Context: an optimization exercise on an open-source flow, tuned for small area and few clock cycles per item. The choices shown serve that exercise and are no tape-out recipe. In this exercise RTL edits were held to simulation tests only and were not proved equivalent to the original.

==> flow/design.v, too long to show whole: its modules and the start of the top module <==
// module appl_angle_err: 36 lines
// module angle_position_pid_loop: 153 lines
// module appl_fa: 10 lines
// module appl_bsel: 10 lines
// module appl_bsel2: 10 lines
// module appl_bsel1n: 8 lines
// module appl_bsel1: 8 lines
// module appl_ha: 9 lines
// module appl_pid_isum: 937 lines
// module appl_pid_acc: 1814 lines
module angle_position_pid_loop #(
  parameter int ENCODER_BITS   = appl_pkg::ENCODER_BITS_DEF,
  parameter int GAIN_FRAC_BITS = appl_pkg::GAIN_FRAC_BITS_DEF
) (
  input  logic                                clk_i,
  input  logic                                rst_ni,
  input  logic                                in_valid_i,
  output logic                                in_ready_o,
  input  logic [appl_pkg::ENC_W-1:0]          encoder_count_i,
  output logic                                out_valid_o,
  input  logic                                out_ready_i,
  output logic signed [appl_pkg::CUR_W-1:0]   current_ref_o,
  input  logic                                cfg_we_i,
  input  logic [appl_pkg::CFG_IDX_W-1:0]      cfg_idx_i,
  input  logic [appl_pkg::CFG_DATA_W-1:0]     cfg_data_i
);
  // ...
==> flow/run.sh <==
#!/bin/bash
# synth_recipe.tcl (not shown) runs the flow's synth.tcl, then flattens the netlist and writes it again
# the make line also repeats each setting of config.mk as NAME=value (left out here)
make -C /OpenROAD-flow-scripts/flow DESIGN_CONFIG=/design/flow/config.mk WORK_HOME=/design/flow/orfs CLKGATE_MAP_FILE= SYNTH_SCRIPT=/design/flow/synth_recipe.tcl finish
==> flow/config.mk <==
export PLATFORM = sky130hd
export DESIGN_NAME = angle_position_pid_loop
export DESIGN_NICKNAME = angle_position_pid_loop
export VERILOG_FILES = /design/flow/design.v
export SDC_FILE = /design/flow/constraint.sdc
export NUM_CORES = 4
export LEC_CHECK = 0
export CAP_MARGIN = 20
export CORE_MARGIN = 2
export CORE_UTILIZATION = 55
export SLEW_MARGIN = 20
export SYNTH_HIERARCHICAL = 1
==> flow/constraint.sdc <==
create_clock -name core_clock -period 10.5 [get_ports {clk_i}]
set_input_delay 2.1000 -clock core_clock [delete_from_list [all_inputs] [get_ports {clk_i}]]
set_output_delay 2.1000 -clock core_clock [all_outputs]
set_load 0.01 [all_outputs]
==> metrics.cfg, run 1 <==
[synth]
avgSynthCellArea_um2 = 10.5
ys.flop_type = dfrtp_1
synthAdderAreaFrac_pct = 34.9
netlist_instances = 3395
ys_seq_elements = 224
yosysSeqAreaShare_pct = 16.3

[place]
place_hpwl_um = 97200

[drt]
post-route-drc-count = 0
vias_per_cell = 6.71
routed-via-count = 29500

[grt]
grt_util_met2_pct = 59.1
grt_max_degree = 79

[worst_setup_path]
cp.depth = 26
r2r-start = err_b_q[3]$_DFFE_PN0P_
start_kind = register
reg2reg_slack_ns = 0.31
ff2ff_path_depth = 26
startpoint = err_b_q[3]$_DFFE_PN0P_

[cts]
clockRootBuffer = clkbuf_16

[hold_path]
min_to = out_valid_q$_DFFE_PN0N_
min_path_type = reg2reg

[floorplan]
dieHeight_um = 259
n_tap_cell = 855

[run_status]
outcome = timing/DRC/antenna clean

[cells_and_area]
largest_cell_class = multi-input combinational cells
top_regs = integ_q: 32 flops, angle_cfg_q: 29 flops
multi_input_gates = 2971

[sta]
post-route-worst-setup-slack_ns = 0.308
whs_ns = 0.470

Testbench counts, summed over its fixed seeds: cycles 14,544, items 14,400.
==> module appl_angle_err, before the edit <==
module appl_angle_err #(
  parameter int ENCODER_BITS = appl_pkg::ENCODER_BITS_DEF
) (
  input  appl_pkg::angle_cfg_t             cfg_i,
  input  logic [appl_pkg::ENC_W-1:0]       count_i,
  output logic signed [ENCODER_BITS-2:0]   err_o
);
  logic [13:0] x, cs_s, cs_c, d;
  logic        pos, pos_big, neg_big, half;
  assign x = count_i ^ {14{!cfg_i.reverse_dir}};
  for (genvar i = 0; i < 14; i++) begin : g_csa
    appl_fa u_fa (
      .a  (cfg_i.target_angle[i]),
      .b  (cfg_i.zero_angle[i]),
      .c  (x[i]),
      .s  (cs_s[i]),
      .co (cs_c[i])
    );
  end
  assign d = cs_s + {cs_c[12:0], !cfg_i.reverse_dir};
  assign half  = (d == 14'd8192);
  assign pos   = !d[13];
  assign pos_big = (d[12:0] > 13'd2731);     
  assign neg_big = (d[12:0] < 13'd5461);     
  always_comb begin
    if (half) begin
      err_o = cfg_i.target_angle[13] ? 13'sd2731 : -13'sd2731;
    end else if (pos && pos_big) begin
      err_o = 13'sd2731;
    end else if (!pos && neg_big) begin
      err_o = -13'sd2731;
    end else begin
      err_o = d[12:0];
    end
  end
endmodule
==> module angle_position_pid_loop, before the edit <==
module angle_position_pid_loop #(
  parameter int ENCODER_BITS   = appl_pkg::ENCODER_BITS_DEF,
  parameter int GAIN_FRAC_BITS = appl_pkg::GAIN_FRAC_BITS_DEF
) (
  input  logic                                clk_i,
  input  logic                                rst_ni,
  input  logic                                in_valid_i,
  output logic                                in_ready_o,
  input  logic [appl_pkg::ENC_W-1:0]          encoder_count_i,
  output logic                                out_valid_o,
  input  logic                                out_ready_i,
  output logic signed [appl_pkg::CUR_W-1:0]   current_ref_o,
  input  logic                                cfg_we_i,
  input  logic [appl_pkg::CFG_IDX_W-1:0]      cfg_idx_i,
  input  logic [appl_pkg::CFG_DATA_W-1:0]     cfg_data_i
);
  localparam int GW = appl_pkg::GAIN_W;
  logic signed [GW-1:0]  prop_gain_q, integ_gain_q, deriv_gain_q;
  logic signed [15:0]    output_low_q, output_high_q;    
  appl_pkg::angle_cfg_t  angle_cfg_q;
  logic signed [15:0]    lim_wr, lim_sat;
  assign lim_wr = cfg_data_i[15:0];
  always_comb begin
    lim_sat = lim_wr;
    if (lim_wr > 16'sd16384)  lim_sat = 16'sd16384;
    if (lim_wr < -16'sd16384) lim_sat = -16'sd16384;
  end
  always_ff @(posedge clk_i or negedge rst_ni) begin
    if (!rst_ni) begin
      prop_gain_q   <= '0;
      integ_gain_q  <= '0;
      deriv_gain_q  <= '0;
      output_low_q  <= -16'sd16384;
      output_high_q <= 16'sd16384;
      angle_cfg_q   <= '0;
    end else if (cfg_we_i) begin
      case (cfg_idx_i)
        appl_pkg::CFG_PROP_GAIN:    prop_gain_q   <= cfg_data_i;
        appl_pkg::CFG_INTEG_GAIN:   integ_gain_q  <= cfg_data_i;
        appl_pkg::CFG_DERIV_GAIN:   deriv_gain_q  <= cfg_data_i;
        appl_pkg::CFG_OUTPUT_LOW:   output_low_q  <= lim_sat;
        appl_pkg::CFG_OUTPUT_HIGH:  output_high_q <= lim_sat;
        appl_pkg::CFG_TARGET_ANGLE: angle_cfg_q.target_angle <= cfg_data_i[appl_pkg::ENC_W-1:0];
        appl_pkg::CFG_ZERO_ANGLE:   angle_cfg_q.zero_angle   <= cfg_data_i[appl_pkg::ENC_W-1:0];
        appl_pkg::CFG_REVERSE_DIR:  angle_cfg_q.reverse_dir  <= cfg_data_i[0];
        default: ;
      endcase
    end
  end
  logic adv, valid_a_q, valid_b_q, out_valid_q, step_b;
  assign adv        = !out_valid_q || out_ready_i;
  assign in_ready_o = adv;
  assign step_b     = adv && valid_a_q;     
  always_ff @(posedge clk_i or negedge rst_ni) begin
    if (!rst_ni) begin
      valid_a_q   <= 1'b0;
      valid_b_q   <= 1'b0;
      out_valid_q <= 1'b0;
    end else if (adv) begin
      valid_a_q   <= in_valid_i;
      valid_b_q   <= valid_a_q;
      out_valid_q <= valid_b_q;
    end
  end
  logic signed [12:0] err_d, err_a_q;
  appl_angle_err #(
    .ENCODER_BITS(ENCODER_BITS)
  ) u_angle_err (
    .cfg_i   (angle_cfg_q),
    .count_i (encoder_count_i),
    .err_o   (err_d)
  );
  always_ff @(posedge clk_i) begin
    if (adv) err_a_q <= err_d;
  end
  logic signed [12:0] err_b_q;
  logic signed [13:0] derr_b_q;
  always_ff @(posedge clk_i or negedge rst_ni) begin
    if (!rst_ni) begin
      err_b_q <= '0;
    end else if (step_b) begin
      err_b_q <= err_a_q;
    end
  end
  always_ff @(posedge clk_i) begin
    if (step_b) derr_b_q <= 14'(err_a_q) - 14'(err_b_q);
  end
  logic signed [35:0] isum;
  logic signed [31:0] integ_q, integ_d;
  logic signed [15:0] isum_hi;
  logic               isum_frac, isum_pos_ovf, isum_neg_ovf, above, below;
  appl_pid_isum u_isum (
    .integ_i (integ_q),
    .ki_i    (integ_gain_q),
    .err_i   (err_a_q),
    .sum_o   (isum)
  );
  assign isum_pos_ovf = !isum[35] && (|isum[34:31]);
  assign isum_neg_ovf = isum[35] && !(&isum[34:31]);
  assign isum_hi      = $signed(isum[31:16]);
  assign isum_frac    = |isum[15:0];
  assign above = isum_pos_ovf
              || (!isum_neg_ovf && ((isum_hi > output_high_q)
                                    || (isum_hi == output_high_q && isum_frac)));
  assign below = isum_neg_ovf || (!isum_pos_ovf && isum_hi < output_low_q);
  always_comb begin
    if (above) begin
      integ_d = {output_high_q, 16'd0};
    end else if (below) begin
      integ_d = {output_low_q, 16'd0};
    end else begin
      integ_d = isum[31:0];
    end
  end
  always_ff @(posedge clk_i or negedge rst_ni) begin
    if (!rst_ni) begin
      integ_q <= '0;
    end else if (step_b) begin
      integ_q <= integ_d;
    end
  end
  logic signed [21:0] cur_raw;
  appl_pid_acc u_acc (
    .integ_i (integ_q),
    .kp_i    (prop_gain_q),
    .kd_i    (deriv_gain_q),
    .err_i   (err_b_q),
    .derr_i  (derr_b_q),
    .sum_o   (cur_raw)
  );
  logic signed [15:0] cur_d, current_ref_q;
  logic               cur_pos_ovf, cur_neg_ovf, cur_above, cur_below;
  logic signed [15:0] cur16;
  assign cur_pos_ovf = !cur_raw[21] && (|cur_raw[20:15]);
  assign cur_neg_ovf = cur_raw[21] && !(&cur_raw[20:15]);
  assign cur16       = cur_raw[15:0];
  assign cur_above   = cur_pos_ovf || (!cur_neg_ovf && cur16 > output_high_q);
  assign cur_below   = cur_neg_ovf || (!cur_pos_ovf && cur16 < output_low_q);
  always_comb begin
    if (cur_above) begin
      cur_d = output_high_q;
    end else if (cur_below) begin
      cur_d = output_low_q;
    end else begin
      cur_d = cur16;
    end
  end
  always_ff @(posedge clk_i) begin
    if (adv) current_ref_q <= cur_d;
  end
  assign out_valid_o   = out_valid_q;
  assign current_ref_o = current_ref_q;
endmodule
==> run 2: changes to the inputs <==
--- a/flow/design.v
+++ b/flow/design.v
@@ -49,5 +49,17 @@
     );
   end
-  assign d = cs_s + {cs_c[12:0], !cfg_i.reverse_dir};
+  logic [13:0] r_b;
+  logic [14:0] r_c;
+  assign r_b    = {cs_c[12:0], !cfg_i.reverse_dir};
+  assign r_c[0] = 1'b0;
+  for (genvar i = 0; i < 14; i++) begin : g_cpa
+    appl_fa u_fa (
+      .a  (cs_s[i]),
+      .b  (r_b[i]),
+      .c  (r_c[i]),
+      .s  (d[i]),
+      .co (r_c[i+1])
+    );
+  end
   assign half  = (d == 14'd8192);
   assign pos   = !d[13];
@@ -153,6 +165,20 @@
     end
   end
+  logic [13:0] d_a, d_bn, derr_d;
+  logic [14:0] d_c;
+  assign d_a    = {err_a_q[12], err_a_q};
+  assign d_bn   = ~{err_b_q[12], err_b_q};
+  assign d_c[0] = 1'b1;
+  for (genvar i = 0; i < 14; i++) begin : g_derr
+    appl_fa u_fa (
+      .a  (d_a[i]),
+      .b  (d_bn[i]),
+      .c  (d_c[i]),
+      .s  (derr_d[i]),
+      .co (d_c[i+1])
+    );
+  end
   always_ff @(posedge clk_i) begin
-    if (step_b) derr_b_q <= 14'(err_a_q) - 14'(err_b_q);
+    if (step_b) derr_b_q <= derr_d;
   end
   logic signed [35:0] isum;
@@ -252,4 +278,15 @@
   assign pp[1] = ((one & k[2]) | (two & k[1])) ^ neg;
 endmodule
+module appl_bsel2t (
+  input  logic       one,
+  input  logic       two,
+  input  logic       neg,
+  input  logic [1:0] k,
+  output logic       pp,
+  output logic       ppn
+);
+  assign pp  = ((one & k[1]) | (two & k[0])) ^ neg;
+  assign ppn = ~(((one | two) & k[1]) ^ neg);
+endmodule
 module appl_bsel1n (
   input  logic sel,
@@ -845,6 +882,5 @@
   appl_bsel2 u_is_n23 (.one(is_n1), .two(is_n2), .neg(err_i[1]), .k({ki_i[20], ki_i[19], ki_i[18]}), .pp({is_n24, is_n23}));
   appl_bsel2 u_is_n25 (.one(is_n1), .two(is_n2), .neg(err_i[1]), .k({ki_i[22], ki_i[21], ki_i[20]}), .pp({is_n26, is_n25}));
-  appl_bsel u_is_n27 (.one(is_n1), .two(is_n2), .neg(err_i[1]), .k0(ki_i[23]), .k1(ki_i[22]), .pp(is_n27));
-  appl_bsel1n u_is_n28 (.sel(is_n3), .neg(err_i[1]), .k(ki_i[23]), .ppn(is_n28));
+  appl_bsel2t u_is_n27 (.one(is_n1), .two(is_n2), .neg(err_i[1]), .k({ki_i[23], ki_i[22]}), .pp(is_n27), .ppn(is_n28));
   assign is_n29 = err_i[2] ^ err_i[1];
   assign is_n30 = (err_i[3] & ~err_i[2] & ~err_i[1]) | (~err_i[3] & err_i[2] & err_i[1]);
@@ -862,6 +898,5 @@
   appl_bsel2 u_is_n51 (.one(is_n29), .two(is_n30), .neg(err_i[3]), .k({ki_i[20], ki_i[19], ki_i[18]}), .pp({is_n52, is_n51}));
   appl_bsel2 u_is_n53 (.one(is_n29), .two(is_n30), .neg(err_i[3]), .k({ki_i[22], ki_i[21], ki_i[20]}), .pp({is_n54, is_n53}));
-  appl_bsel u_is_n55 (.one(is_n29), .two(is_n30), .neg(err_i[3]), .k0(ki_i[23]), .k1(ki_i[22]), .pp(is_n55));
-  appl_bsel1n u_is_n56 (.sel(is_n31), .neg(err_i[3]), .k(ki_i[23]), .ppn(is_n56));
+  appl_bsel2t u_is_n55 (.one(is_n29), .two(is_n30), .neg(err_i[3]), .k({ki_i[23], ki_i[22]}), .pp(is_n55), .ppn(is_n56));
   assign is_n57 = err_i[4] ^ err_i[3];
   assign is_n58 = (err_i[5] & ~err_i[4] & ~err_i[3]) | (~err_i[5] & err_i[4] & err_i[3]);
@@ -879,6 +914,5 @@
   appl_bsel2 u_is_n79 (.one(is_n57), .two(is_n58), .neg(err_i[5]), .k({ki_i[20], ki_i[19], ki_i[18]}), .pp({is_n80, is_n79}));
   appl_bsel2 u_is_n81 (.one(is_n57), .two(is_n58), .neg(err_i[5]), .k({ki_i[22], ki_i[21], ki_i[20]}), .pp({is_n82, is_n81}));
-  appl_bsel u_is_n83 (.one(is_n57), .two(is_n58), .neg(err_i[5]), .k0(ki_i[23]), .k1(ki_i[22]), .pp(is_n83));
-  appl_bsel1n u_is_n84 (.sel(is_n59), .neg(err_i[5]), .k(ki_i[23]), .ppn(is_n84));
+  appl_bsel2t u_is_n83 (.one(is_n57), .two(is_n58), .neg(err_i[5]), .k({ki_i[23], ki_i[22]}), .pp(is_n83), .ppn(is_n84));
   assign is_n85 = err_i[6] ^ err_i[5];
   assign is_n86 = (err_i[7] & ~err_i[6] & ~err_i[5]) | (~err_i[7] & err_i[6] & err_i[5]);
@@ -896,6 +930,5 @@
   appl_bsel2 u_is_n107 (.one(is_n85), .two(is_n86), .neg(err_i[7]), .k({ki_i[20], ki_i[19], ki_i[18]}), .pp({is_n108, is_n107}));
   appl_bsel2 u_is_n109 (.one(is_n85), .two(is_n86), .neg(err_i[7]), .k({ki_i[22], ki_i[21], ki_i[20]}), .pp({is_n110, is_n109}));
-  appl_bsel u_is_n111 (.one(is_n85), .two(is_n86), .neg(err_i[7]), .k0(ki_i[23]), .k1(ki_i[22]), .pp(is_n111));
-  appl_bsel1n u_is_n112 (.sel(is_n87), .neg(err_i[7]), .k(ki_i[23]), .ppn(is_n112));
+  appl_bsel2t u_is_n111 (.one(is_n85), .two(is_n86), .neg(err_i[7]), .k({ki_i[23], ki_i[22]}), .pp(is_n111), .ppn(is_n112));
   assign is_n113 = err_i[8] ^ err_i[7];
   assign is_n114 = (err_i[9] & ~err_i[8] & ~err_i[7]) | (~err_i[9] & err_i[8] & err_i[7]);
@@ -913,6 +946,5 @@
   appl_bsel2 u_is_n135 (.one(is_n113), .two(is_n114), .neg(err_i[9]), .k({ki_i[20], ki_i[19], ki_i[18]}), .pp({is_n136, is_n135}));
   appl_bsel2 u_is_n137 (.one(is_n113), .two(is_n114), .neg(err_i[9]), .k({ki_i[22], ki_i[21], ki_i[20]}), .pp({is_n138, is_n137}));
-  appl_bsel u_is_n139 (.one(is_n113), .two(is_n114), .neg(err_i[9]), .k0(ki_i[23]), .k1(ki_i[22]), .pp(is_n139));
-  appl_bsel1n u_is_n140 (.sel(is_n115), .neg(err_i[9]), .k(ki_i[23]), .ppn(is_n140));
+  appl_bsel2t u_is_n139 (.one(is_n113), .two(is_n114), .neg(err_i[9]), .k({ki_i[23], ki_i[22]}), .pp(is_n139), .ppn(is_n140));
   assign is_n141 = err_i[10] ^ err_i[9];
   assign is_n142 = (err_i[11] & ~err_i[10] & ~err_i[9]) | (~err_i[11] & err_i[10] & err_i[9]);
@@ -930,6 +962,5 @@
   appl_bsel2 u_is_n163 (.one(is_n141), .two(is_n142), .neg(err_i[11]), .k({ki_i[20], ki_i[19], ki_i[18]}), .pp({is_n164, is_n163}));
   appl_bsel2 u_is_n165 (.one(is_n141), .two(is_n142), .neg(err_i[11]), .k({ki_i[22], ki_i[21], ki_i[20]}), .pp({is_n166, is_n165}));
-  appl_bsel u_is_n167 (.one(is_n141), .two(is_n142), .neg(err_i[11]), .k0(ki_i[23]), .k1(ki_i[22]), .pp(is_n167));
-  appl_bsel1n u_is_n168 (.sel(is_n143), .neg(err_i[11]), .k(ki_i[23]), .ppn(is_n168));
+  appl_bsel2t u_is_n167 (.one(is_n141), .two(is_n142), .neg(err_i[11]), .k({ki_i[23], ki_i[22]}), .pp(is_n167), .ppn(is_n168));
   assign is_n169 = err_i[12] ^ err_i[11];
   assign is_n170 = (err_i[12] & ~err_i[12] & ~err_i[11]) | (~err_i[12] & err_i[12] & err_i[11]);
@@ -2348,6 +2379,5 @@
   appl_bsel2 u_ac_n22 (.one(ac_n0), .two(ac_n1), .neg(err_i[1]), .k({kp_i[20], kp_i[19], kp_i[18]}), .pp({ac_n23, ac_n22}));
   appl_bsel2 u_ac_n24 (.one(ac_n0), .two(ac_n1), .neg(err_i[1]), .k({kp_i[22], kp_i[21], kp_i[20]}), .pp({ac_n25, ac_n24}));
-  appl_bsel u_ac_n26 (.one(ac_n0), .two(ac_n1), .neg(err_i[1]), .k0(kp_i[23]), .k1(kp_i[22]), .pp(ac_n26));
-  appl_bsel1n u_ac_n27 (.sel(ac_n2), .neg(err_i[1]), .k(kp_i[23]), .ppn(ac_n27));
+  appl_bsel2t u_ac_n26 (.one(ac_n0), .two(ac_n1), .neg(err_i[1]), .k({kp_i[23], kp_i[22]}), .pp(ac_n26), .ppn(ac_n27));
   assign ac_n28 = err_i[2] ^ err_i[1];
   assign ac_n29 = (err_i[3] & ~err_i[2] & ~err_i[1]) | (~err_i[3] & err_i[2] & err_i[1]);
@@ -2365,6 +2395,5 @@
   appl_bsel2 u_ac_n50 (.one(ac_n28), .two(ac_n29), .neg(err_i[3]), .k({kp_i[20], kp_i[19], kp_i[18]}), .pp({ac_n51, ac_n50}));
   appl_bsel2 u_ac_n52 (.one(ac_n28), .two(ac_n29), .neg(err_i[3]), .k({kp_i[22], kp_i[21], kp_i[20]}), .pp({ac_n53, ac_n52}));
-  appl_bsel u_ac_n54 (.one(ac_n28), .two(ac_n29), .neg(err_i[3]), .k0(kp_i[23]), .k1(kp_i[22]), .pp(ac_n54));
-  appl_bsel1n u_ac_n55 (.sel(ac_n30), .neg(err_i[3]), .k(kp_i[23]), .ppn(ac_n55));
+  appl_bsel2t u_ac_n54 (.one(ac_n28), .two(ac_n29), .neg(err_i[3]), .k({kp_i[23], kp_i[22]}), .pp(ac_n54), .ppn(ac_n55));
   assign ac_n56 = err_i[4] ^ err_i[3];
   assign ac_n57 = (err_i[5] & ~err_i[4] & ~err_i[3]) | (~err_i[5] & err_i[4] & err_i[3]);
@@ -2382,6 +2411,5 @@
   appl_bsel2 u_ac_n78 (.one(ac_n56), .two(ac_n57), .neg(err_i[5]), .k({kp_i[20], kp_i[19], kp_i[18]}), .pp({ac_n79, ac_n78}));
   appl_bsel2 u_ac_n80 (.one(ac_n56), .two(ac_n57), .neg(err_i[5]), .k({kp_i[22], kp_i[21], kp_i[20]}), .pp({ac_n81, ac_n80}));
-  appl_bsel u_ac_n82 (.one(ac_n56), .two(ac_n57), .neg(err_i[5]), .k0(kp_i[23]), .k1(kp_i[22]), .pp(ac_n82));
-  appl_bsel1n u_ac_n83 (.sel(ac_n58), .neg(err_i[5]), .k(kp_i[23]), .ppn(ac_n83));
+  appl_bsel2t u_ac_n82 (.one(ac_n56), .two(ac_n57), .neg(err_i[5]), .k({kp_i[23], kp_i[22]}), .pp(ac_n82), .ppn(ac_n83));
   assign ac_n84 = err_i[6] ^ err_i[5];
   assign ac_n85 = (err_i[7] & ~err_i[6] & ~err_i[5]) | (~err_i[7] & err_i[6] & err_i[5]);
@@ -2399,6 +2427,5 @@
   appl_bsel2 u_ac_n106 (.one(ac_n84), .two(ac_n85), .neg(err_i[7]), .k({kp_i[20], kp_i[19], kp_i[18]}), .pp({ac_n107, ac_n106}));
   appl_bsel2 u_ac_n108 (.one(ac_n84), .two(ac_n85), .neg(err_i[7]), .k({kp_i[22], kp_i[21], kp_i[20]}), .pp({ac_n109, ac_n108}));
-  appl_bsel u_ac_n110 (.one(ac_n84), .two(ac_n85), .neg(err_i[7]), .k0(kp_i[23]), .k1(kp_i[22]), .pp(ac_n110));
-  appl_bsel1n u_ac_n111 (.sel(ac_n86), .neg(err_i[7]), .k(kp_i[23]), .ppn(ac_n111));
+  appl_bsel2t u_ac_n110 (.one(ac_n84), .two(ac_n85), .neg(err_i[7]), .k({kp_i[23], kp_i[22]}), .pp(ac_n110), .ppn(ac_n111));
   assign ac_n112 = err_i[8] ^ err_i[7];
   assign ac_n113 = (err_i[9] & ~err_i[8] & ~err_i[7]) | (~err_i[9] & err_i[8] & err_i[7]);
@@ -2416,6 +2443,5 @@
   appl_bsel2 u_ac_n134 (.one(ac_n112), .two(ac_n113), .neg(err_i[9]), .k({kp_i[20], kp_i[19], kp_i[18]}), .pp({ac_n135, ac_n134}));
   appl_bsel2 u_ac_n136 (.one(ac_n112), .two(ac_n113), .neg(err_i[9]), .k({kp_i[22], kp_i[21], kp_i[20]}), .pp({ac_n137, ac_n136}));
-  appl_bsel u_ac_n138 (.one(ac_n112), .two(ac_n113), .neg(err_i[9]), .k0(kp_i[23]), .k1(kp_i[22]), .pp(ac_n138));
-  appl_bsel1n u_ac_n139 (.sel(ac_n114), .neg(err_i[9]), .k(kp_i[23]), .ppn(ac_n139));
+  appl_bsel2t u_ac_n138 (.one(ac_n112), .two(ac_n113), .neg(err_i[9]), .k({kp_i[23], kp_i[22]}), .pp(ac_n138), .ppn(ac_n139));
   assign ac_n140 = err_i[10] ^ err_i[9];
   assign ac_n141 = (err_i[11] & ~err_i[10] & ~err_i[9]) | (~err_i[11] & err_i[10] & err_i[9]);
@@ -2433,6 +2459,5 @@
   appl_bsel2 u_ac_n162 (.one(ac_n140), .two(ac_n141), .neg(err_i[11]), .k({kp_i[20], kp_i[19], kp_i[18]}), .pp({ac_n163, ac_n162}));
   appl_bsel2 u_ac_n164 (.one(ac_n140), .two(ac_n141), .neg(err_i[11]), .k({kp_i[22], kp_i[21], kp_i[20]}), .pp({ac_n165, ac_n164}));
-  appl_bsel u_ac_n166 (.one(ac_n140), .two(ac_n141), .neg(err_i[11]), .k0(kp_i[23]), .k1(kp_i[22]), .pp(ac_n166));
-  appl_bsel1n u_ac_n167 (.sel(ac_n142), .neg(err_i[11]), .k(kp_i[23]), .ppn(ac_n167));
+  appl_bsel2t u_ac_n166 (.one(ac_n140), .two(ac_n141), .neg(err_i[11]), .k({kp_i[23], kp_i[22]}), .pp(ac_n166), .ppn(ac_n167));
   assign ac_n168 = err_i[12] ^ err_i[11];
   assign ac_n169 = (err_i[12] & ~err_i[12] & ~err_i[11]) | (~err_i[12] & err_i[12] & err_i[11]);
@@ -2478,6 +2503,5 @@
   appl_bsel2 u_ac_n218 (.one(ac_n196), .two(ac_n197), .neg(derr_i[1]), .k({kd_i[20], kd_i[19], kd_i[18]}), .pp({ac_n219, ac_n218}));
   appl_bsel2 u_ac_n220 (.one(ac_n196), .two(ac_n197), .neg(derr_i[1]), .k({kd_i[22], kd_i[21], kd_i[20]}), .pp({ac_n221, ac_n220}));
-  appl_bsel u_ac_n222 (.one(ac_n196), .two(ac_n197), .neg(derr_i[1]), .k0(kd_i[23]), .k1(kd_i[22]), .pp(ac_n222));
-  appl_bsel1n u_ac_n223 (.sel(ac_n198), .neg(derr_i[1]), .k(kd_i[23]), .ppn(ac_n223));
+  appl_bsel2t u_ac_n222 (.one(ac_n196), .two(ac_n197), .neg(derr_i[1]), .k({kd_i[23], kd_i[22]}), .pp(ac_n222), .ppn(ac_n223));
   assign ac_n224 = derr_i[2] ^ derr_i[1];
   assign ac_n225 = (derr_i[3] & ~derr_i[2] & ~derr_i[1]) | (~derr_i[3] & derr_i[2] & derr_i[1]);
@@ -2495,6 +2519,5 @@
   appl_bsel2 u_ac_n246 (.one(ac_n224), .two(ac_n225), .neg(derr_i[3]), .k({kd_i[20], kd_i[19], kd_i[18]}), .pp({ac_n247, ac_n246}));
   appl_bsel2 u_ac_n248 (.one(ac_n224), .two(ac_n225), .neg(derr_i[3]), .k({kd_i[22], kd_i[21], kd_i[20]}), .pp({ac_n249, ac_n248}));
-  appl_bsel u_ac_n250 (.one(ac_n224), .two(ac_n225), .neg(derr_i[3]), .k0(kd_i[23]), .k1(kd_i[22]), .pp(ac_n250));
-  appl_bsel1n u_ac_n251 (.sel(ac_n226), .neg(derr_i[3]), .k(kd_i[23]), .ppn(ac_n251));
+  appl_bsel2t u_ac_n250 (.one(ac_n224), .two(ac_n225), .neg(derr_i[3]), .k({kd_i[23], kd_i[22]}), .pp(ac_n250), .ppn(ac_n251));
   assign ac_n252 = derr_i[4] ^ derr_i[3];
   assign ac_n253 = (derr_i[5] & ~derr_i[4] & ~derr_i[3]) | (~derr_i[5] & derr_i[4] & derr_i[3]);
@@ -2512,6 +2535,5 @@
   appl_bsel2 u_ac_n274 (.one(ac_n252), .two(ac_n253), .neg(derr_i[5]), .k({kd_i[20], kd_i[19], kd_i[18]}), .pp({ac_n275, ac_n274}));
   appl_bsel2 u_ac_n276 (.one(ac_n252), .two(ac_n253), .neg(derr_i[5]), .k({kd_i[22], kd_i[21], kd_i[20]}), .pp({ac_n277, ac_n276}));
-  appl_bsel u_ac_n278 (.one(ac_n252), .two(ac_n253), .neg(derr_i[5]), .k0(kd_i[23]), .k1(kd_i[22]), .pp(ac_n278));
-  appl_bsel1n u_ac_n279 (.sel(ac_n254), .neg(derr_i[5]), .k(kd_i[23]), .ppn(ac_n279));
+  appl_bsel2t u_ac_n278 (.one(ac_n252), .two(ac_n253), .neg(derr_i[5]), .k({kd_i[23], kd_i[22]}), .pp(ac_n278), .ppn(ac_n279));
   assign ac_n280 = derr_i[6] ^ derr_i[5];
   assign ac_n281 = (derr_i[7] & ~derr_i[6] & ~derr_i[5]) | (~derr_i[7] & derr_i[6] & derr_i[5]);
@@ -2529,6 +2551,5 @@
   appl_bsel2 u_ac_n302 (.one(ac_n280), .two(ac_n281), .neg(derr_i[7]), .k({kd_i[20], kd_i[19], kd_i[18]}), .pp({ac_n303, ac_n302}));
   appl_bsel2 u_ac_n304 (.one(ac_n280), .two(ac_n281), .neg(derr_i[7]), .k({kd_i[22], kd_i[21], kd_i[20]}), .pp({ac_n305, ac_n304}));
-  appl_bsel u_ac_n306 (.one(ac_n280), .two(ac_n281), .neg(derr_i[7]), .k0(kd_i[23]), .k1(kd_i[22]), .pp(ac_n306));
-  appl_bsel1n u_ac_n307 (.sel(ac_n282), .neg(derr_i[7]), .k(kd_i[23]), .ppn(ac_n307));
+  appl_bsel2t u_ac_n306 (.one(ac_n280), .two(ac_n281), .neg(derr_i[7]), .k({kd_i[23], kd_i[22]}), .pp(ac_n306), .ppn(ac_n307));
   assign ac_n308 = derr_i[8] ^ derr_i[7];
   assign ac_n309 = (derr_i[9] & ~derr_i[8] & ~derr_i[7]) | (~derr_i[9] & derr_i[8] & derr_i[7]);
@@ -2546,6 +2567,5 @@
   appl_bsel2 u_ac_n330 (.one(ac_n308), .two(ac_n309), .neg(derr_i[9]), .k({kd_i[20], kd_i[19], kd_i[18]}), .pp({ac_n331, ac_n330}));
   appl_bsel2 u_ac_n332 (.one(ac_n308), .two(ac_n309), .neg(derr_i[9]), .k({kd_i[22], kd_i[21], kd_i[20]}), .pp({ac_n333, ac_n332}));
-  appl_bsel u_ac_n334 (.one(ac_n308), .two(ac_n309), .neg(derr_i[9]), .k0(kd_i[23]), .k1(kd_i[22]), .pp(ac_n334));
-  appl_bsel1n u_ac_n335 (.sel(ac_n310), .neg(derr_i[9]), .k(kd_i[23]), .ppn(ac_n335));
+  appl_bsel2t u_ac_n334 (.one(ac_n308), .two(ac_n309), .neg(derr_i[9]), .k({kd_i[23], kd_i[22]}), .pp(ac_n334), .ppn(ac_n335));
   assign ac_n336 = derr_i[10] ^ derr_i[9];
   assign ac_n337 = (derr_i[11] & ~derr_i[10] & ~derr_i[9]) | (~derr_i[11] & derr_i[10] & derr_i[9]);
@@ -2563,6 +2583,5 @@
   appl_bsel2 u_ac_n358 (.one(ac_n336), .two(ac_n337), .neg(derr_i[11]), .k({kd_i[20], kd_i[19], kd_i[18]}), .pp({ac_n359, ac_n358}));
   appl_bsel2 u_ac_n360 (.one(ac_n336), .two(ac_n337), .neg(derr_i[11]), .k({kd_i[22], kd_i[21], kd_i[20]}), .pp({ac_n361, ac_n360}));
-  appl_bsel u_ac_n362 (.one(ac_n336), .two(ac_n337), .neg(derr_i[11]), .k0(kd_i[23]), .k1(kd_i[22]), .pp(ac_n362));
-  appl_bsel1n u_ac_n363 (.sel(ac_n338), .neg(derr_i[11]), .k(kd_i[23]), .ppn(ac_n363));
+  appl_bsel2t u_ac_n362 (.one(ac_n336), .two(ac_n337), .neg(derr_i[11]), .k({kd_i[23], kd_i[22]}), .pp(ac_n362), .ppn(ac_n363));
   assign ac_n364 = derr_i[12] ^ derr_i[11];
   assign ac_n365 = (derr_i[13] & ~derr_i[12] & ~derr_i[11]) | (~derr_i[13] & derr_i[12] & derr_i[11]);
@@ -2580,6 +2599,5 @@
   appl_bsel2 u_ac_n386 (.one(ac_n364), .two(ac_n365), .neg(derr_i[13]), .k({kd_i[20], kd_i[19], kd_i[18]}), .pp({ac_n387, ac_n386}));
   appl_bsel2 u_ac_n388 (.one(ac_n364), .two(ac_n365), .neg(derr_i[13]), .k({kd_i[22], kd_i[21], kd_i[20]}), .pp({ac_n389, ac_n388}));
-  appl_bsel u_ac_n390 (.one(ac_n364), .two(ac_n365), .neg(derr_i[13]), .k0(kd_i[23]), .k1(kd_i[22]), .pp(ac_n390));
-  appl_bsel1n u_ac_n391 (.sel(ac_n366), .neg(derr_i[13]), .k(kd_i[23]), .ppn(ac_n391));
+  appl_bsel2t u_ac_n390 (.one(ac_n364), .two(ac_n365), .neg(derr_i[13]), .k({kd_i[23], kd_i[22]}), .pp(ac_n390), .ppn(ac_n391));
   assign ac_n392 = ~integ_i[31];
   appl_fa u_ac_393 (.a(ac_n13), .b(ac_n39), .c(ac_n65), .s(ac_s393), .co(ac_c393));
--- a/flow/config.mk
+++ b/flow/config.mk
@@ -8,5 +8,5 @@
 export CAP_MARGIN = 20
 export CORE_MARGIN = 2
-export CORE_UTILIZATION = 55
+export CORE_UTILIZATION = 70
 export SLEW_MARGIN = 20
 export SYNTH_HIERARCHICAL = 1
==> run 2 against run 1 <==
Flip-flop and latch count did not move; register-to-register slack improved by 0.16 ns; core utilization rose by 17 points; via count rose by 0.34%; clock skew rose by 0.031 ns; maximum frequency rose by 1.6%; first-iteration DRC count rose by 23%; critical path depth did not move; critical path type unchanged; critical endpoint is now current_ref_q[8]$_DFFE_PN_.
==> metrics.cfg, run 2 <==
[run_status]
outcome = timing/DRC/antenna clean  ; unchanged

[cells_and_area]
top_regs = integ_q: 32 flops, angle_cfg_q: 29 flops  ; unchanged
layout_common_cells = xnor2_1, fa_1, a22oi_1  ; unchanged
fillers = 3230  ; was 5496
syn_to_final_growth_pct = 9.42  ; was 9.21%
top_register = integ_q  ; unchanged
largest_register_ffs = 32  ; unchanged
final_cells = 4027  ; was 4403
final_nets = 4094  ; was 4275
drive_gt1_share_pct = 10.9  ; was 10.5%
layout_commonest_cell = xnor2_1  ; unchanged

[cts]
clockRootBuffer = clkbuf_16  ; unchanged
cts_tree = built  ; unchanged
cts_resized = 0  ; unchanged
htreeDepth = 1  ; unchanged
cts_setup_buffers = 0  ; unchanged
postCtsHoldBufs = 0  ; unchanged
tritoncts.num_buffers = 28  ; unchanged
clock_latency_ns = 0.62  ; was 0.59 ns
cts_num_sinks = 224  ; unchanged
clk_path_buf_depth = 3  ; unchanged
clkSlewWorstSetupHoldPaths_ns = 0.06  ; was 0.07 ns

[worst_setup_path]
path_common_cell = fa_1  ; unchanged
path_buf_inv = 1  ; was 3
crit_type = reg2reg  ; unchanged
required_ns = 10.96  ; was 10.82 ns
start_kind = register  ; unchanged
critPathCaptureType = register  ; unchanged
max_stage_delay_ns = 0.67  ; was 0.61 ns
crit_arrival_ns = 10.49  ; was 10.51 ns
slowest_stage = o31a_1  ; unchanged
cp_top_family = adder cells  ; unchanged
cp_max_fo = 16  ; was 22

[sta]
skew_ns = 0.0562  ; was 0.0256 ns
setup_viol_count_final = 0  ; unchanged
rsz0062_at_grt = no  ; unchanged
final.min_clock_period_ns = 10.04  ; was 10.19 ns
worst_pin_slew_ns = 1.13  ; was 1.12 ns
finalCritPeriodShare_pct = 95.6  ; was 97.1%
finalHoldViolations = 0  ; unchanged
drv_slew = 0  ; unchanged
finalSetupTns_ns = 0  ; unchanged
fmaxAchievable_mhz = 99.6  ; was 98.1 MHz
worst_slew_margin_rel_pct = 24.0  ; was 25.3%

[grt]
grt_pass1_vias = 30400  ; was 30300
grt_pass1_wl_um = 183000  ; was 191000 um
grt_max_degree = 65  ; was 79
overflow = 0  ; unchanged
grtUsageTotal_pct = 47.5  ; was 38.0%
antenna_found_initial = 3  ; unchanged

[synth]
ys_seq_elements = 224  ; unchanged
yosys.cell_count.top_type = xnor2_1  ; unchanged
synth.top_cell.area_share_pct = 29.2  ; was 26.9%
syn_area_mm2 = 0.0347  ; was 0.0357 mm^2
yosysSeqAreaShare_pct = 16.8  ; was 16.3%
avgSynthCellArea_um2 = 10.9  ; was 10.5 um^2
ys_types = 92  ; was 106
synthArstFlopShare_pct = 80.8  ; unchanged
yosysWarnings = 8  ; unchanged
synth-edff-count = 43  ; unchanged
ys.flop_type = dfrtp_1  ; unchanged
synthTopCellsByCount = xnor2_1, fa_1, a22oi_1  ; unchanged
netlist_instances = 3191  ; was 3395
synthTopCellsByArea = fa_1, xnor2_1, dfrtp_1  ; unchanged
yosysTopAreaCell = fa_1  ; unchanged
synth_nets = 3944  ; was 4148

[floorplan]
io_pins = 64  ; unchanged
die_area_mm2 = 0.0513  ; was 0.0669 mm^2
dieHeight_um = 227  ; was 259 um
rows = 81  ; was 93
coreArea_mm2 = 0.0490  ; was 0.0642 mm^2
initial_core_util_pct = 70.8  ; was 55.5%
fp.dieW_um = 227  ; was 259 um

[drt]
ant_nets = 0  ; unchanged
wl_per_cell_um = 30.0  ; was 28.9 um
vias_per_cell = 7.36  ; was 6.71
drtPass1Iterations = 7  ; was 8
initialDrtViolationCount = 4058  ; was 3310
routed-via-count = 29600  ; was 29500
post-route-drc-count = 0  ; unchanged
drt-total-wl_um = 121000  ; was 127000 um

[hold_path]
min_path_type = reg2reg  ; unchanged

[place]
io_buffer_count = 63  ; unchanged
place_inst = 3975  ; was 4345
place_hpwl_um = 90300  ; was 97200 um
place.gp.congestion = 1.05  ; was 1.01

[job]
maxCapViolations = 0  ; unchanged

-- run 2: cell types whose count changed in the layout (fill, tap and decap cells not counted), sizes merged, moves of 13 or more --
cell | previous run | this run
and3 | 28 | 11
a21oi | 138 | 105
ha | 227 | 201
o221ai | 21 | 35
or2 | 5 | 19
inv | 139 | 126
a32oi | 15 | 0
xnor2 | 569 | 552
nand2 | 234 | 195
nor2 | 95 | 61
mux2i | 17 | 34
nor3 | 34 | 16
fa | 480 | 506
-- run 2: modules after synthesis, one instance, submodules excluded, excerpt --
module	copies in the design	cells inside	cell area, um^2
angle_position_pid_loop	1	884	10600
appl_bsel1	67	2	12.5
appl_bsel1n	1	2	12.5
appl_bsel2	209	4	32.5
appl_bsel2t	19	4	35.0
appl_fa	505	1	20.0
appl_ha	57	1	12.5
appl_pid_acc	1	318	2240
appl_pid_isum	1	302	2130
-- run 2: layer usage --
metal,global-route usage (%),wire length (um),up-vias
li1,-,-,11900
met3,16.6,17300,627
met1,58.9,41500,14700
met4,24.6,7850,0
met2,73.9,54000,2492
met5,0,0,-
-- run 2: layout make-up --
class | count | area (um^2) | share of cell area [%]
clock buffers | 37 | 786 | 2.07
multi-input cells | 2795 | 28400 | 74.8
repair buffers | 170 | 1440 | 3.79
diodes | 1 | 2.50 | 0.00660
clock inverters | 14 | 225 | 0.594
well taps | 664 | 831 | 2.19
flip-flops and latches | 224 | 5820 | 15.4
inverters | 122 | 458 | 1.21
-- run 2: worst paths after layout --
kind / end / startpoint / cells past startpoint / slack [ns]
worst max-delay path: current_ref_q[8]$_DFFE_PN_ / err_b_q[3]$_DFFE_PN0P_ / 26 / 0.46
worst min-delay path: out_valid_q$_DFFE_PN0N_ / valid_b_q$_DFFE_PN0N_ / 2 / 0.45
worst max register to register: current_ref_q[8]$_DFFE_PN_ / err_b_q[3]$_DFFE_PN0P_ / 26 / 0.46
worst min register to register: out_valid_q$_DFFE_PN0N_ / valid_b_q$_DFFE_PN0N_ / 2 / 0.45
max in group asynchronous: prop_gain_q[0]$_DFFE_PN0P_ / rst_ni / 3 / 6.97
min in group asynchronous: angle_cfg_q[10]$_DFFE_PN0P_ / rst_ni / 1 / 1.46
-- run 2: stage by stage --
stage / utilization (%) / worst slack, ns / instance area (um^2) / hold slack (ns)
floorplan: - / 0.542 / 34700 / 0.411
global placement: 75.3 / 0.382 / 36900 / 0.420
detailed placement: 75.3 / 0.272 / 36900 / 0.435
CTS: 77.4 / 0.808 / 37900 / 0.450
global route: 77.5 / 0.178 / 37900 / 0.474
finish: 77.5 / 0.464 / 37900 / 0.448
-- run 2: cells by family after synthesis --
| logic type | count (synthesis) | synth area share (%) |
|---|---|---|
| multiplexers | 139 | 4.39 |
| AND/OR/NAND/NOR | 465 | 6.80 |
| other | 2 | 0.0217 |
| XOR/XNOR | 611 | 15.4 |
| AO/OA/AOI/OAI | 871 | 18.1 |
| buffers and inverters | 172 | 1.97 |
| flip-flops | 224 | 16.8 |
| adder cells (fa/ha/maj) | 707 | 36.5 |
-- run 2: tightest hold or removal path, cell delays in order, from the launching register on --
cell	delay, ns
dfrtp_1	0.32
inv_1	0.04
nand2_1	0.05
Testbench counts of run 2, summed over its fixed seeds: cycles 14,544, items 14,400.
==> run 3: changes to the inputs <==
--- a/flow/config.mk
+++ b/flow/config.mk
@@ -8,5 +8,5 @@
 export CAP_MARGIN = 20
 export CORE_MARGIN = 2
-export CORE_UTILIZATION = 70
+export CORE_UTILIZATION = 55
 export SLEW_MARGIN = 20
 export SYNTH_HIERARCHICAL = 1
==> run 3 against run 2 <==
Design area up 0.66%; critical path type unchanged; die area up 27%; synthesized area unchanged; via count down 3.8%; largest cell class unchanged; routed wire length up 1.9%.
==> metrics.cfg, run 3 <==
[grt]
overflow = 0  ; unchanged
antenna_found_initial = 4  ; was 3
grtUsageMet3_pct = 9.32  ; was 16.6%
grt_pass1_wl_um = 184000  ; was 183000 um
busiest_layer = met2  ; unchanged
grt_max_degree = 77  ; was 65
grt_pass1_vias = 28800  ; was 30400
grtUsageMet1_pct = 51.5  ; was 58.9%
grtUsageTotal_pct = 38.2  ; was 47.5%
grt_util_met2_pct = 59.5  ; was 73.9%

[drt]
ant_nets = 0  ; unchanged
drtPass1Iterations = 6  ; was 7
wl_per_cell_um = 29.1  ; was 30.0 um
drt-total-wl_um = 123000  ; was 121000 um
post-route-drc-count = 0  ; unchanged
initialDrtViolationCount = 3491  ; was 4058
vias_per_cell = 6.76  ; was 7.36
routed-via-count = 28500  ; was 29600

[sta]
final.min_clock_period_ns = 9.76  ; was 10.04 ns
drv_slew = 0  ; unchanged
finalSetupTns_ns = 0  ; unchanged
setup_viol_count_final = 0  ; unchanged
worst_slew_margin_rel_pct = 25.0  ; was 24.0%
skew_ns = 0.0631  ; was 0.0562 ns
finalHoldViolations = 0  ; unchanged
worst_pin_slew_ns = 1.12  ; was 1.13 ns
rsz0062_at_grt = no  ; unchanged
fmaxAchievable_mhz = 102  ; was 99.6 MHz
finalCritPeriodShare_pct = 92.9  ; was 95.6%

[hold_path]
min_path_type = reg2reg  ; unchanged

[cts]
cts_tree = built  ; unchanged
clock_latency_ns = 0.62  ; about the same
htreeDepth = 1  ; unchanged
cts_num_sinks = 224  ; unchanged
cts_setup_buffers = 0  ; unchanged
tritoncts.num_buffers = 29  ; was 28
clk_path_buf_depth = 3  ; unchanged
clockRootBuffer = clkbuf_16  ; unchanged
clkSlewWorstSetupHoldPaths_ns = 0.06  ; about the same
postCtsHoldBufs = 0  ; unchanged
cts_resized = 0  ; unchanged

[synth]
synthTopCellsByArea = fa_1, xnor2_1, dfrtp_1  ; unchanged
yosys.cell_count.top_type = xnor2_1  ; unchanged
ys_types = 92  ; unchanged
yosysSeqAreaShare_pct = 16.8  ; unchanged
ys.flop_type = dfrtp_1  ; unchanged
synthArstFlopShare_pct = 80.8  ; unchanged
avgSynthCellArea_um2 = 10.9  ; unchanged
syn_area_mm2 = 0.0347  ; unchanged
yosysTopAreaCell = fa_1  ; unchanged
netlist_instances = 3191  ; unchanged
synthTopCellsByCount = xnor2_1, fa_1, a22oi_1  ; unchanged
yosysWarnings = 8  ; unchanged
synth_nets = 3944  ; unchanged
ys_seq_elements = 224  ; unchanged
synth.top_cell.area_share_pct = 29.2  ; unchanged
synth-edff-count = 43  ; unchanged

[cells_and_area]
largest_register_ffs = 32  ; unchanged
final_nets = 4102  ; was 4094
fillers = 5279  ; was 3230
layout_common_cells = xnor2_1, fa_1, a22oi_1  ; unchanged
syn_to_final_growth_pct = 10.1  ; was 9.42%
layout_commonest_cell = xnor2_1  ; unchanged
top_register = integ_q  ; unchanged
finish.utilization_pct = 60.8  ; was 77.5%
drive_gt1_share_pct = 11.3  ; was 10.9%
top_regs = integ_q: 32 flops, angle_cfg_q: 29 flops  ; unchanged

[place]
place.gp.congestion = 1.02  ; was 1.05
io_buffer_count = 63  ; unchanged
place_hpwl_um = 92700  ; was 90300 um

[floorplan]
io_pins = 64  ; unchanged
coreArea_mm2 = 0.0627  ; was 0.0490 mm^2
die_area_mm2 = 0.0650  ; was 0.0513 mm^2
initial_core_util_pct = 55.2  ; was 70.8%
rows = 92  ; was 81
fp.dieW_um = 255  ; was 227 um
dieHeight_um = 255  ; was 227 um

[worst_setup_path]
reg2reg_slack_ns = 0.74  ; was 0.46 ns
cp_max_fo = 15  ; was 16
ff2ff_path_depth = 27  ; was 26
endpoint = current_ref_q[8]$_DFFE_PN_  ; unchanged
crit_arrival_ns = 10.22  ; was 10.49 ns
start_kind = register  ; unchanged
required_ns = 10.96  ; about the same
crit_type = reg2reg  ; unchanged
r2r_end = current_ref_q[8]$_DFFE_PN_  ; unchanged
r2r-start = err_b_q[5]$_DFFE_PN0P_  ; was err_b_q[3]$_DFFE_PN0P_
startpoint = err_b_q[5]$_DFFE_PN0P_  ; was err_b_q[3]$_DFFE_PN0P_
critPathCaptureType = register  ; unchanged

[run_status]
outcome = timing/DRC/antenna clean  ; unchanged

[job]
maxCapViolations = 0  ; unchanged

-- run 3: cell counts after synthesis --
No cell type changed its count.
-- run 3: per-module statistics from Yosys, one instance, submodules excluded, excerpt --
| module | flops+latches | cells | cell area [um^2] |
|---|---|---|---|
| angle_position_pid_loop | 224 | 884 | 10600 |
| appl_bsel1 | 0 | 2 | 12.5 |
| appl_bsel2 | 0 | 4 | 32.5 |
| appl_fa | 0 | 1 | 20.0 |
| appl_ha | 0 | 1 | 12.5 |
| appl_pid_acc | 0 | 318 | 2240 |
| appl_pid_isum | 0 | 302 | 2130 |
-- run 3: cell families after synthesis --
group | count (synthesis) | share of synthesized area, %
buf+inv | 172 | 1.97
flops | 224 | 16.8
xor+xnor | 611 | 15.4
simple gates | 465 | 6.80
fa+ha+maj | 707 | 36.5
other cells | 2 | 0.0217
compound gates | 871 | 18.1
mux | 139 | 4.39
-- run 3: through the flow --
step	hold slack [ns]	std cells	setup WS [ns]	area (um^2)
after floorplan	0.411	3191	0.542	34700
after global placement	0.418	4164	0.458	37200
after detailed placement	0.427	4164	0.354	37200
after CTS	0.440	4217	0.917	38200
after global routing	0.482	4217	0.352	38200
final	0.437	4218	0.744	38200
-- run 3: worst min path at each step --
stage,from,to,slack (ns),cells after the start
after global routing,valid_b_q$_DFFE_PN0N_,out_valid_q$_DFFE_PN0N_,0.48,2
after CTS,valid_b_q$_DFFE_PN0N_,out_valid_q$_DFFE_PN0N_,0.44,2
after global placement,valid_b_q$_DFFE_PN0N_,out_valid_q$_DFFE_PN0N_,0.42,2
final,valid_b_q$_DFFE_PN0N_,out_valid_q$_DFFE_PN0N_,0.44,2
after detailed placement,valid_b_q$_DFFE_PN0N_,out_valid_q$_DFFE_PN0N_,0.43,2
after floorplan,valid_b_q$_DFFE_PN0N_,out_valid_q$_DFFE_PN0N_,0.41,2
-- run 3: final cells by class --
class	instances	area (um^2)	share of cell area, %
Clock buffer	37	786	2.06
Inverter	122	458	1.20
Sequential cell	224	5830	15.3
Timing Repair Buffer	177	1490	3.90
Antenna cell	1	2.50	0.00656
Clock inverter	16	159	0.416
Tap cell	846	1060	2.77
Multi-Input combinational cell	2795	28400	74.4
-- run 3: routing by layer --
layer,vias to the layer above,wire length [um]
li1,11900,-
met1,14600,49000
met2,1719,55700
met3,342,12700
met4,0,5570
met5,-,0
-- run 3: worst max-delay path: stages (launching register included) --
cell	delay [ns]
dfrtp_1	0.59
xor2_2	0.55
buf_4	0.34
a22oi_1	0.11
xnor2_1	0.20
fa_1	0.59
fa_1	0.45
fa_1	0.52
fa_1	0.52
fa_1	0.53
fa_1	0.52
ha_1	0.49
nand2_1	0.17
nor2_1	0.24
and4_1	0.27
nand3b_1	0.10
o211ai_1	0.45
a21oi_1	0.16
xnor2_1	0.55
ha_1	0.38
nand4_1	0.12
a21oi_1	0.05
a2111oi_0	0.40
a21oi_1	0.17
o211ai_1	0.54
buf_4	0.29
o221ai_1	0.13
mux2i_1	0.19
==> run 4: changes to the inputs <==
--- a/flow/config.mk
+++ b/flow/config.mk
@@ -9,4 +9,7 @@
 export CORE_MARGIN = 2
 export CORE_UTILIZATION = 55
+export CTS_CLUSTER_DIAMETER = 100
+export CTS_CLUSTER_SIZE = 25
+export PLACE_DENSITY = 0.5
 export SLEW_MARGIN = 20
 export SYNTH_HIERARCHICAL = 1
==> run 4 against run 3 <==
Core utilization down 0.58 points; clock skew increased by 0.0078 ns; critical path type unchanged; die area unchanged; sequential share of layout area increased by 0.15 points; still clean; non-clock buffer count increased by 5; hold slack better by 0.019 ns; maximum frequency shrank 0.92%.
==> metrics.cfg, run 4 <==
[floorplan]
rows = 92  ; unchanged
io_pins = 64  ; unchanged
dieHeight_um = 255  ; unchanged
fp.dieW_um = 255  ; unchanged
coreArea_mm2 = 0.0627  ; unchanged
die_area_mm2 = 0.0650  ; unchanged
initial_core_util_pct = 55.2  ; unchanged

[cts]
cts_resized = 0  ; unchanged
postCtsHoldBufs = 0  ; unchanged
clock_latency_ns = 0.58  ; was 0.62 ns
clk_path_buf_depth = 3  ; unchanged
cts_num_sinks = 224  ; unchanged
htreeDepth = 1  ; unchanged
cts_setup_buffers = 0  ; unchanged
cts_tree = built  ; unchanged
clockRootBuffer = clkbuf_16  ; unchanged
tritoncts.num_buffers = 16  ; was 29
clkSlewWorstSetupHoldPaths_ns = 0.10  ; was 0.06 ns

[synth]
syn_area_mm2 = 0.0347  ; unchanged
yosys.cell_count.top_type = xnor2_1  ; unchanged
synthTopCellsByArea = fa_1, xnor2_1, dfrtp_1  ; unchanged
synth_nets = 3944  ; unchanged
ys.flop_type = dfrtp_1  ; unchanged
yosysSeqAreaShare_pct = 16.8  ; unchanged
yosysTopAreaCell = fa_1  ; unchanged
synth.top_cell.area_share_pct = 29.2  ; unchanged
synth-edff-count = 43  ; unchanged
synthArstFlopShare_pct = 80.8  ; unchanged
ys_seq_elements = 224  ; unchanged
synthTopCellsByCount = xnor2_1, fa_1, a22oi_1  ; unchanged
yosysWarnings = 8  ; unchanged
ys_types = 92  ; unchanged
avgSynthCellArea_um2 = 10.9  ; unchanged
netlist_instances = 3191  ; unchanged

[grt]
overflow = 0  ; unchanged
grt_max_degree = 70  ; was 77
grt_pass1_vias = 29200  ; was 28800
grt_pass1_wl_um = 185000  ; was 184000 um
antenna_found_initial = 4  ; unchanged
grtUsageTotal_pct = 38.4  ; was 38.2%

[sta]
drv_slew = 0  ; unchanged
post-route-worst-setup-slack_ns = 0.653  ; was 0.744 ns
rsz0062_at_grt = no  ; unchanged
skew_ns = 0.0708  ; was 0.0631 ns
setup_viol_count_final = 0  ; unchanged
finalCritPeriodShare_pct = 93.8  ; was 92.9%
fmaxAchievable_mhz = 102  ; about the same
finalHoldViolations = 0  ; unchanged
final.min_clock_period_ns = 9.85  ; was 9.76 ns
worst_pin_slew_ns = 1.16  ; was 1.12 ns
finalSetupTns_ns = 0  ; unchanged
worst_slew_margin_rel_pct = 22.3  ; was 25.0%

[place]
place.gp.congestion = 0.989  ; was 1.02
io_buffer_count = 63  ; unchanged
place_inst = 4168  ; was 4164
dpl_worst_slack_ns = 0.327  ; was 0.354 ns
place_hpwl_um = 93900  ; was 92700 um

[drt]
post-route-drc-count = 0  ; unchanged
drt-total-wl_um = 123000  ; about the same
initialDrtViolationCount = 3095  ; was 3491
wl_per_cell_um = 29.3  ; was 29.1 um
ant_nets = 0  ; unchanged
drtPass1Iterations = 6  ; unchanged
vias_per_cell = 6.73  ; was 6.76
routed-via-count = 28200  ; was 28500

[cells_and_area]
syn_to_final_growth_pct = 9.09  ; was 10.1%
final_nets = 4094  ; was 4102
drive_gt1_share_pct = 11.0  ; was 11.3%
layout_common_cells = xnor2_1, fa_1, a22oi_1  ; unchanged
largest_register_ffs = 32  ; unchanged
final_cells = 4198  ; was 4218
fillers = 5351  ; was 5279
layout_commonest_cell = xnor2_1  ; unchanged
top_regs = integ_q: 32 flops, angle_cfg_q: 29 flops  ; unchanged
finish.utilization_pct = 60.3  ; was 60.8%
top_register = integ_q  ; unchanged

[worst_setup_path]
critPathCaptureType = register  ; unchanged
required_ns = 10.92  ; was 10.96 ns
cp_max_fo = 14  ; was 15
crit_type = reg2reg  ; unchanged
start_kind = register  ; unchanged
crit_arrival_ns = 10.27  ; was 10.22 ns

[job]
maxCapViolations = 0  ; unchanged

[run_status]
outcome = timing/DRC/antenna clean  ; unchanged

[hold_path]
min_path_type = reg2reg  ; unchanged

==> run 4: cell counts after synthesis <==
No cell type changed its count.
==> run 4: per-layer routing <==
layer / track usage [%] / vias up / wire, um
li1: - / 11900 / -
met1: 51.6 / 14500 / 49500
met3: 9.12 / 349 / 12100
met2: 60.2 / 1550 / 56300
met5: 0 / - / 0
met4: 15.1 / 0 / 5260
==> run 4: modules after synthesis, one instance, submodules excluded, excerpt <==
module                   cells  flops+latches  area (um^2)
angle_position_pid_loop    884            224        10600
appl_pid_acc               318              0         2240
appl_pid_isum              302              0         2130
appl_bsel2t                  4              0         35.0
appl_bsel2                   4              0         32.5
appl_fa                      1              0         20.0
appl_bsel1                   2              0         12.5
appl_bsel1n                  2              0         12.5
appl_ha                      1              0         12.5
==> run 4: per-stage QoR <==
stage          hold slack (ns)  cell area (um^2)
6_report                 0.457             37800
4_1_cts                  0.461             37800
3_3_place_gp             0.424             37200
3_5_place_dp             0.428             37300
2_1_floorplan            0.411             34700
5_1_grt                  0.500             37800
==> run 4: cell families (layout without fill, tap and decap cells) <==
family | Yosys count | after routing | synth area share, %
AO/OA/AOI/OAI | 871 | 871 | 18.1
AND/OR/NAND/NOR | 465 | 465 | 6.80
flip-flops | 224 | 224 | 16.8
adder cells (fa/ha/maj) | 707 | 707 | 36.5
multiplexers | 139 | 139 | 4.39
other | 2 | 3 | 0.0217
buffers and inverters | 172 | 332 | 1.97
XOR/XNOR | 611 | 611 | 15.4
==> run 4: final timing paths <==
path / start / endpoint / slack, ns / cells past startpoint
setup / recovery: err_b_q[5]$_DFFE_PN0P_ / current_ref_q[9]$_DFFE_PN_ / 0.65 / 26
hold / removal: valid_b_q$_DFFE_PN0N_ / out_valid_q$_DFFE_PN0N_ / 0.46 / 2
setup reg to reg: err_b_q[5]$_DFFE_PN0P_ / current_ref_q[9]$_DFFE_PN_ / 0.65 / 26
min in group asynchronous: rst_ni / angle_cfg_q[20]$_DFFE_PN0P_ / 1.48 / 1
hold reg to reg: valid_b_q$_DFFE_PN0N_ / out_valid_q$_DFFE_PN0N_ / 0.46 / 2
max in group asynchronous: rst_ni / err_b_q[7]$_DFFE_PN0P_ / 6.80 / 3
==> run 4: worst max-delay path: stages, from the launching register on <==
cell      delay [ns]
dfrtp_2         0.64
xor2_2          0.67
buf_4           0.36
a22oi_1         0.13
xnor2_1         0.20
fa_1            0.59
fa_1            0.45
fa_1            0.52
fa_1            0.52
fa_1            0.54
fa_1            0.54
ha_1            0.43
nand2_1         0.14
nor2_1          0.20
and4_1          0.26
nand3b_1        0.08
o211ai_1        0.47
a21oi_1         0.16
xnor2_1         0.49
ha_1            0.36
and3_1          0.19
a221o_1         0.32
a21oi_1         0.15
o221ai_1        0.16
o22ai_2         0.51
buf_4           0.34
mux2i_1         0.23
==> run 4: area by class of cell <==
| cell class | count | area, um^2 | share of cell area, % |
|---|---|---|---|
| Sequential cell | 224 | 5830 | 15.4 |
| Clock inverter | 10 | 131 | 0.347 |
| Tap cell | 846 | 1060 | 2.80 |
| Timing Repair Buffer | 182 | 1540 | 4.06 |
| Multi-Input combinational cell | 2795 | 28400 | 75.1 |
| Antenna cell | 1 | 2.50 | 0.00662 |
| Clock buffer | 18 | 408 | 1.08 |
| Inverter | 122 | 458 | 1.21 |
==> run 5: changes to the inputs <==
--- a/flow/config.mk
+++ b/flow/config.mk
@@ -11,5 +11,4 @@
 export CTS_CLUSTER_DIAMETER = 100
 export CTS_CLUSTER_SIZE = 25
-export PLACE_DENSITY = 0.5
 export SLEW_MARGIN = 20
 export SYNTH_HIERARCHICAL = 1
==> run 5 against run 4 <==
Still clean; count of clock-buffer cells in the layout increased by 1; die area did not move; critical path depth rose by 1; core utilization is essentially flat; critical path type unchanged; critical endpoint is now current_ref_q[8]$_DFFE_PN_; largest cell class unchanged.
==> metrics.cfg, run 5 <==
[cts]
tritoncts.num_buffers = 17  ; was 16
cts_setup_buffers = 0  ; unchanged
htreeDepth = 1  ; unchanged
cts_tree = built  ; unchanged
clock_latency_ns = 0.57  ; was 0.58 ns
cts_num_sinks = 224  ; unchanged
clockRootBuffer = clkbuf_16  ; unchanged

[cells_and_area]
regArea_mm2 = 0.00583  ; about the same
final_nets = 4090  ; was 4094
layout_common_cells = xnor2_1, fa_1, a22oi_1  ; unchanged
top_register = integ_q  ; unchanged
finish.utilization_pct = 60.3  ; about the same
syn_to_final_growth_pct = 9.16  ; was 9.09%
largest_register_ffs = 32  ; unchanged
diodes = 0  ; was 1
fillers = 5328  ; was 5351

[floorplan]
rows = 92  ; unchanged
fp.dieW_um = 255  ; unchanged
coreArea_mm2 = 0.0627  ; unchanged
dieHeight_um = 255  ; unchanged
die_area_mm2 = 0.0650  ; unchanged

[worst_setup_path]
crit_type = reg2reg  ; unchanged
path_buf_inv = 2  ; unchanged
required_ns = 10.91  ; was 10.92 ns
start_kind = register  ; unchanged
max_stage_delay_ns = 0.59  ; was 0.67 ns
r2r-start = err_b_q[5]$_DFFE_PN0P_  ; unchanged
slowest_stage = dfrtp_1  ; was xor2_2
critPathCaptureType = register  ; unchanged
ff2ff_path_depth = 27  ; was 26
reg2reg_slack_ns = 0.76  ; was 0.65 ns

[grt]
grt_max_degree = 77  ; was 70
grtUsageTotal_pct = 38.1  ; was 38.4%
overflow = 0  ; unchanged

[sta]
finalSetupTns_ns = 0  ; unchanged
worst_slew_margin_rel_pct = 27.6  ; was 22.3%
skew_ns = 0.0556  ; was 0.0708 ns
post-route-worst-setup-slack_ns = 0.758  ; was 0.653 ns
rsz0062_at_grt = no  ; unchanged
finalHoldViolations = 0  ; unchanged
whs_ns = 0.429  ; was 0.457 ns
worst_pin_slew_ns = 1.08  ; was 1.16 ns

[synth]
ys_types = 92  ; unchanged
synthTopCellsByCount = xnor2_1, fa_1, a22oi_1  ; unchanged
synthTopCellsByArea = fa_1, xnor2_1, dfrtp_1  ; unchanged
yosysWarnings = 8  ; unchanged
yosysTopAreaCell = fa_1  ; unchanged
avgSynthCellArea_um2 = 10.9  ; unchanged
netlist_instances = 3191  ; unchanged
yosysSeqAreaShare_pct = 16.8  ; unchanged
yosys.cell_count.top_type = xnor2_1  ; unchanged
syn_area_mm2 = 0.0347  ; unchanged
synthArstFlopShare_pct = 80.8  ; unchanged

[drt]
routed-via-count = 28200  ; about the same
top_layer_used = met4  ; unchanged
drtPass1Iterations = 7  ; was 6
wl_per_cell_um = 29.2  ; was 29.3 um
post-route-drc-count = 0  ; unchanged
vias_per_cell = 6.73  ; about the same
initialDrtViolationCount = 3282  ; was 3095
drt-total-wl_um = 122000  ; was 123000 um

[job]
maxCapViolations = 0  ; unchanged

[place]
dpl_worst_slack_ns = 0.354  ; was 0.327 ns
place.gp.congestion = 1.02  ; was 0.989

[run_status]
outcome = timing/DRC/antenna clean  ; unchanged

[hold_path]
min_to = out_valid_q$_DFFE_PN0N_  ; unchanged
hold_depth = 2  ; unchanged
min_path_type = reg2reg  ; unchanged
hp-start = valid_b_q$_DFFE_PN0N_  ; unchanged

run 5: cell counts after synthesis:
No cell type changed its count.
run 5: cells by family after synthesis:
kind of cell | after synthesis | synth area share [%]
AOI/OAI and AO/OA | 871 | 18.1
adders and majority gates | 707 | 36.5
xor gates and xnor gates | 611 | 15.4
and+or+nand+nor | 465 | 6.80
DFF | 224 | 16.8
buffers and inverters | 172 | 1.97
muxes | 139 | 4.39
other | 2 | 0.0217
run 5: modules after synthesis (local to each module, per instance), excerpt:
module                   area (um^2)  flip-flops and latches
appl_bsel1                      12.5                       0
angle_position_pid_loop        10600                     224
appl_ha                         12.5                       0
appl_pid_isum                   2130                       0
appl_fa                         20.0                       0
appl_pid_acc                    2240                       0
appl_bsel2                      32.5                       0
appl_bsel2t                     35.0                       0
appl_bsel1n                     12.5                       0
run 5: area by class of cell:
cell class | count | area share (%)
clock inverters | 11 | 0.437
multi-input cells | 2795 | 75.0
clock buffers | 19 | 1.17
inverters | 122 | 1.21
well taps | 846 | 2.80
flip-flops and latches | 224 | 15.4
repair buffers | 177 | 3.94
run 5: worst register-to-register path, stage by stage, from the launching register on:
cell,delay (ns)
dfrtp_1,0.59
xor2_2,0.55
buf_4,0.35
a22oi_1,0.14
xnor2_1,0.29
fa_1,0.47
fa_1,0.50
fa_1,0.52
fa_1,0.52
fa_1,0.52
fa_1,0.55
ha_1,0.44
nand2_1,0.15
nor2_1,0.23
and4_1,0.27
nand3b_1,0.10
o211ai_1,0.46
a21oi_1,0.16
xnor2_1,0.53
ha_1,0.38
nand4_1,0.13
a21oi_1,0.05
a2111oi_0,0.42
a21oi_1,0.17
o211ai_1,0.52
buf_4,0.29
o221ai_1,0.13
mux2i_1,0.20
run 5: through the flow:
stage / area, um^2 / std cells
2_1_floorplan: 34700 / 3191
3_3_place_gp: 37200 / 4164
3_5_place_dp: 37200 / 4164
4_1_cts: 37800 / 4194
5_1_grt: 37800 / 4194
6_report: 37800 / 4194
run 5: per-layer routing:
metal,track usage [%],vias up
met4,14.8,0
li1,-,11900
met1,51.7,14400
met2,59.7,1593
met5,0,-
met3,8.73,324
run 5: worst max-delay path by stage:
| stage | startpoint | cells after the start | to | slack [ns] |
|---|---|---|---|---|
| 3_5_place_dp | encoder_count_i[0] | 23 | err_a_q[9]$_DFFE_PN_ | 0.35 |
| 5_1_grt | err_b_q[9]$_DFFE_PN0P_ | 29 | current_ref_q[12]$_DFFE_PN_ | 0.34 |
| 3_3_place_gp | encoder_count_i[0] | 23 | err_a_q[9]$_DFFE_PN_ | 0.46 |
| 6_report | err_b_q[5]$_DFFE_PN0P_ | 27 | current_ref_q[8]$_DFFE_PN_ | 0.76 |
| 4_1_cts | err_b_q[9]$_DFFE_PN0P_ | 29 | current_ref_q[8]$_DFFE_PN_ | 0.91 |
| 2_1_floorplan | err_b_q[3]$_DFFE_PN0P_ | 28 | current_ref_q[3]$_DFFE_PN_ | 0.54 |

-- re-timing with driven ports --
No port has a modelled driver above. Below, the same layouts with a new extraction and two added sets of constraints.
Step 1 assumes that a clkbuf_16 drives the clock port and a buf_2 every other input.
Step 2 times the ports against the registers' clock, not the clock port: input delays grow and output delays shrink by t, the midpoint of the rising clock arrivals with the driver on.
Three values: ideal ports, drivers, drivers and shift; two values: the first two.
run | t, ns | setup WS [ns] | worst setup path at the end
run 1 | 0.651 | 0.308 / 0.308 / 0.308 | register to register
run 2 | 0.656 | 0.464 / 0.464 / 0.084 | input to register
run 3 | 0.655 | 0.744 / 0.744 / 0.203 | input to register
run 4 | 0.613 | 0.653 / 0.653 / 0.323 | input to register
run 5 | 0.615 | 0.758 / 0.758 / 0.264 | input to register
After both steps setup and hold are still met in every run listed. The setup slack of run 3, which loses most, moves by 0.000 ns with the drivers and by -0.541 ns with both steps.
